This design comes from an exercise in tuning for small area, a short achievable clock period and few clock cycles per item on the open sky130 flow, not from production work. The RTL was checked by simulation tests, not by an equivalence proof against the original design.

==> module exec_unit, before the edit <==
module exec_unit (
  input  wire                       clk,
  input  wire                       arst_n_i,
  input  wire                       valid_i,
  input  wire [31:0]                instr_i,
  input  wire [63:0]                src_a_i,
  input  wire [63:0]                src_b_i,
  output logic [63:0]               result_o,
  output logic                      done_o,
  output logic                      ready_o
);
  localparam int K      = 8;
  localparam int NSTEP  = 64 / K;
  localparam int NSTEPW = 32 / K;
  localparam int CNT_W  = $clog2(NSTEP);
  exu_pkg::alu_ctl_t ctl_d, ctl_q, ctl_hi;
  exu_pkg::mul_req_t mreq_d, mreq_q;
  exu_pkg::xlen_t    op_a_d, op_b_d, op_a_q, op_b_q;
  logic [5:0]        shamt_q;   
  exu_pkg::xlen_t    mcand_q;   
  logic              fill_q;    
  exu_pkg::xlen_t    alu_res;
  logic              is_mul;
  logic              accept, accept_mul;
  logic              busy_q;   
  logic              busy_d;
  logic              alu_v_q;
  logic              mul_run_q, mul_fin_q;
  logic              fin_low, fin_high;
  logic [CNT_W-1:0]  cnt_q;
  logic              last_step;
  logic [66:0]       acc_s_q, acc_c_q, acc_s_d, acc_c_d;
  logic [K-1:0]      ret_s_q, ret_c_q, ret_s_d, ret_c_d;
  logic              low_ci_q, low_ci_d;
  logic              first_q;
  logic [3:0]        one_d, two_d, neg_d, one_q, two_q, neg_q;
  logic [3:0]        one_h_q, two_h_q, neg_h_q;   
  logic [K-1:0]      prod_bits;
  exu_pkg::xlen_t    high_s, high_c;
  exu_pkg::xlen_t    low_next;
  alu_op_decode alu_op_decode_inst (
    .instr_i   (instr_i),
    .src_a_i   (src_a_i),
    .src_b_i   (src_b_i),
    .ctl_o     (ctl_d),
    .is_mul_o  (is_mul),
    .mul_req_o (mreq_d),
    .op_a_o    (op_a_d),
    .op_b_o    (op_b_d)
  );
  assign accept     = valid_i & !busy_q;
  assign accept_mul = accept & is_mul;
  assign fin_low  = mul_fin_q & !mreq_q.take_high;
  assign fin_high = mul_fin_q & mreq_q.take_high;
  always_comb begin
    ctl_hi         = '0;
    ctl_hi.sel_sum = 1'b1;
  end
  always_ff @(posedge clk) begin
    if (!busy_q) begin
      op_b_q  <= op_b_d;
      mreq_q  <= mreq_d;
      mcand_q <= src_a_i;
    end else if (fin_high) begin
      op_b_q  <= high_c;
    end else begin
      op_b_q  <= low_next;
    end
    op_a_q  <= busy_q ? high_s : op_a_d;
    ctl_q   <= busy_q ? ctl_hi : ctl_d;
    shamt_q <= op_b_d[5:0];
    fill_q  <= ctl_d.sh_arith & op_a_d[63];
  end
  assign last_step = mul_run_q &&
                     (cnt_q == (mreq_q.word ? CNT_W'(NSTEPW - 1) : CNT_W'(NSTEP - 1)));
  shift_add_mul shift_add_mul_inst (
    .mcand_i     (mcand_q),
    .a_neg_i     (mreq_q.a_neg),
    .one_i       (one_q),
    .two_i       (two_q),
    .neg_i       (neg_q),
    .one_h_i     (one_h_q),
    .two_h_i     (two_h_q),
    .neg_h_i     (neg_h_q),
    .first_i     (first_q),
    .corr_i      (mreq_q.corr),
    .acc_s_i     (acc_s_q),
    .acc_c_i     (acc_c_q),
    .ret_s_i     (ret_s_q),
    .ret_c_i     (ret_c_q),
    .low_ci_i    (low_ci_q),
    .acc_s_o     (acc_s_d),
    .acc_c_o     (acc_c_d),
    .ret_s_o     (ret_s_d),
    .ret_c_o     (ret_c_d),
    .low_ci_o    (low_ci_d),
    .prod_bits_o (prod_bits),
    .high_s_o    (high_s),
    .high_c_o    (high_c)
  );
  assign low_next = {prod_bits, op_b_q[63:K]};
  booth_enc booth_enc_inst (
    .bits_i (busy_q ? op_b_q[2*K-1:K] : src_b_i[K-1:0]),
    .prev_i (busy_q & op_b_q[K-1]),
    .one_o  (one_d),
    .two_o  (two_d),
    .neg_o  (neg_d)
  );
  always_ff @(posedge clk) begin
    acc_s_q  <= acc_s_d;
    acc_c_q  <= acc_c_d;
    ret_s_q  <= ret_s_d;
    ret_c_q  <= ret_c_d;
    low_ci_q <= !first_q & low_ci_d;
    one_q    <= one_d;
    two_q    <= two_d;
    neg_q    <= neg_d;
    one_h_q  <= {4{busy_q | accept_mul}} & one_d;
    two_h_q  <= {4{busy_q | accept_mul}} & two_d;
    neg_h_q  <= {4{busy_q | accept_mul}} & neg_d;
    first_q  <= accept_mul;
    cnt_q    <= accept_mul ? '0 : cnt_q + 1'b1;
  end
  assign busy_d = accept_mul | (mul_run_q & !(last_step & !mreq_q.take_high));
  always_ff @(posedge clk or negedge arst_n_i) begin
    if (!arst_n_i) begin
      mul_run_q <= 1'b0;
      mul_fin_q <= 1'b0;
      ready_o   <= 1'b0;
      busy_q    <= 1'b1;
    end else begin
      mul_run_q <= accept_mul | (mul_run_q & !last_step);
      mul_fin_q <= last_step;
      ready_o   <= !busy_d;
      busy_q    <= busy_d;
    end
  end
  int_alu int_alu_inst (
    .ctl_i    (ctl_q),
    .op_a_i   (op_a_q),
    .op_b_i   (op_b_q),
    .shamt_i  (shamt_q),
    .fill_i   (fill_q),
    .result_o (alu_res)
  );
  always_ff @(posedge clk) begin
    if (fin_low) begin
      result_o <= mreq_q.word ? {{32{low_next[63]}}, low_next[63:32]} : low_next;
    end else begin
      result_o <= alu_res;
    end
  end
  always_ff @(posedge clk or negedge arst_n_i) begin
    if (!arst_n_i) begin
      alu_v_q <= 1'b0;
      done_o  <= 1'b0;
    end else begin
      alu_v_q <= (accept & !is_mul) | fin_high;
      done_o  <= alu_v_q | fin_low;
    end
  end
endmodule
Settings: LEC_CHECK=0, ABC_AREA=1, CAP_MARGIN=20, CORE_MARGIN=10, CORE_UTILIZATION=40, PLACE_DENSITY=0.6, SETUP_SLACK_MARGIN=3.3, SLEW_MARGIN=20; clock period 6.5 ns.
run.sh (not shown) runs the stock make flow with config.mk's settings and CLKGATE_MAP_FILE= SYNTH_SCRIPT=/design/flow/synth_recipe.tcl, a recipe that flattens the netlist after the stock synthesis.
Testbench counts at the start, summed over its fixed seeds: cycles 23,029, items 16,000.
Rerun with:
--- a/flow/design.v
+++ b/flow/design.v
@@ -393,11 +393,10 @@
   localparam int CNT_W  = $clog2(NSTEP);
   exu_pkg::alu_ctl_t ctl_d, ctl_q, ctl_hi;
   exu_pkg::mul_req_t mreq_d, mreq_q;
   exu_pkg::xlen_t    op_a_d, op_b_d, op_a_q, op_b_q;
   logic [5:0]        shamt_q;   
-  exu_pkg::xlen_t    mcand_q;   
   logic              fill_q;    
   exu_pkg::xlen_t    alu_res;
   logic              is_mul;
   logic              accept, accept_mul;
   logic              busy_q;   
@@ -434,27 +433,27 @@
     ctl_hi         = '0;
     ctl_hi.sel_sum = 1'b1;
   end
   always_ff @(posedge clk) begin
     if (!busy_q) begin
-      op_b_q  <= op_b_d;
-      mreq_q  <= mreq_d;
-      mcand_q <= src_a_i;
+      op_a_q <= op_a_d;
+      op_b_q <= op_b_d;
+      mreq_q <= mreq_d;
     end else if (fin_high) begin
-      op_b_q  <= high_c;
+      op_a_q <= high_s;
+      op_b_q <= high_c;
     end else begin
-      op_b_q  <= low_next;
+      op_b_q <= low_next;
     end
-    op_a_q  <= busy_q ? high_s : op_a_d;
     ctl_q   <= busy_q ? ctl_hi : ctl_d;
     shamt_q <= op_b_d[5:0];
     fill_q  <= ctl_d.sh_arith & op_a_d[63];
   end
   assign last_step = mul_run_q &&
                      (cnt_q == (mreq_q.word ? CNT_W'(NSTEPW - 1) : CNT_W'(NSTEP - 1)));
   shift_add_mul shift_add_mul_inst (
-    .mcand_i     (mcand_q),
+    .mcand_i     (op_a_q),
     .a_neg_i     (mreq_q.a_neg),
     .one_i       (one_q),
     .two_i       (two_q),
     .neg_i       (neg_q),
     .one_h_i     (one_h_q),
Design area shrinks by 1.4%. Via count hardly moves. Worst setup slack is better by 81 ps. Core utilization grows by 0.34 points. Register-to-register slack is better by 60 ps. Clock-buffer cell count shrinks by 12. Maximum frequency grows by 2.5%.
Testbench counts after the change, summed over its fixed seeds: cycles 23,029, items 16,000.

## separate check: timing with driven ports
How much do the figures lean on ideal ports? The routed layouts below were timed once more, with nothing changed but the port constraints. Step 1, drivers: a clkbuf_16 drives clk and a buf_2 each remaining input, both assumed. Step 2 times the ports against the registers' clock, not the clock port: input delays grow and output delays shrink by t, the midpoint of the rising clock arrivals with the driver on. Three values: ideal, step 1, step 2; two values: the first two.
run | shift t [ns] | setup slack, ns | latest minus earliest clock arrival (ns) | worst data-port slew with drivers (ns) | pins driven straight from the clock port
the first run | 0.766 | 3.221 / 3.247 / 2.508 | 0.057 / 0.057 | 0.05 | 1
the second run | 0.744 | 3.302 / 3.307 / 2.603 | 0.061 / 0.060 | 0.06 | 1
After both steps every run listed still meets setup and hold. The setup slack of the first run, which loses most, moves by +0.026 ns with the drivers and by -0.713 ns with both steps.
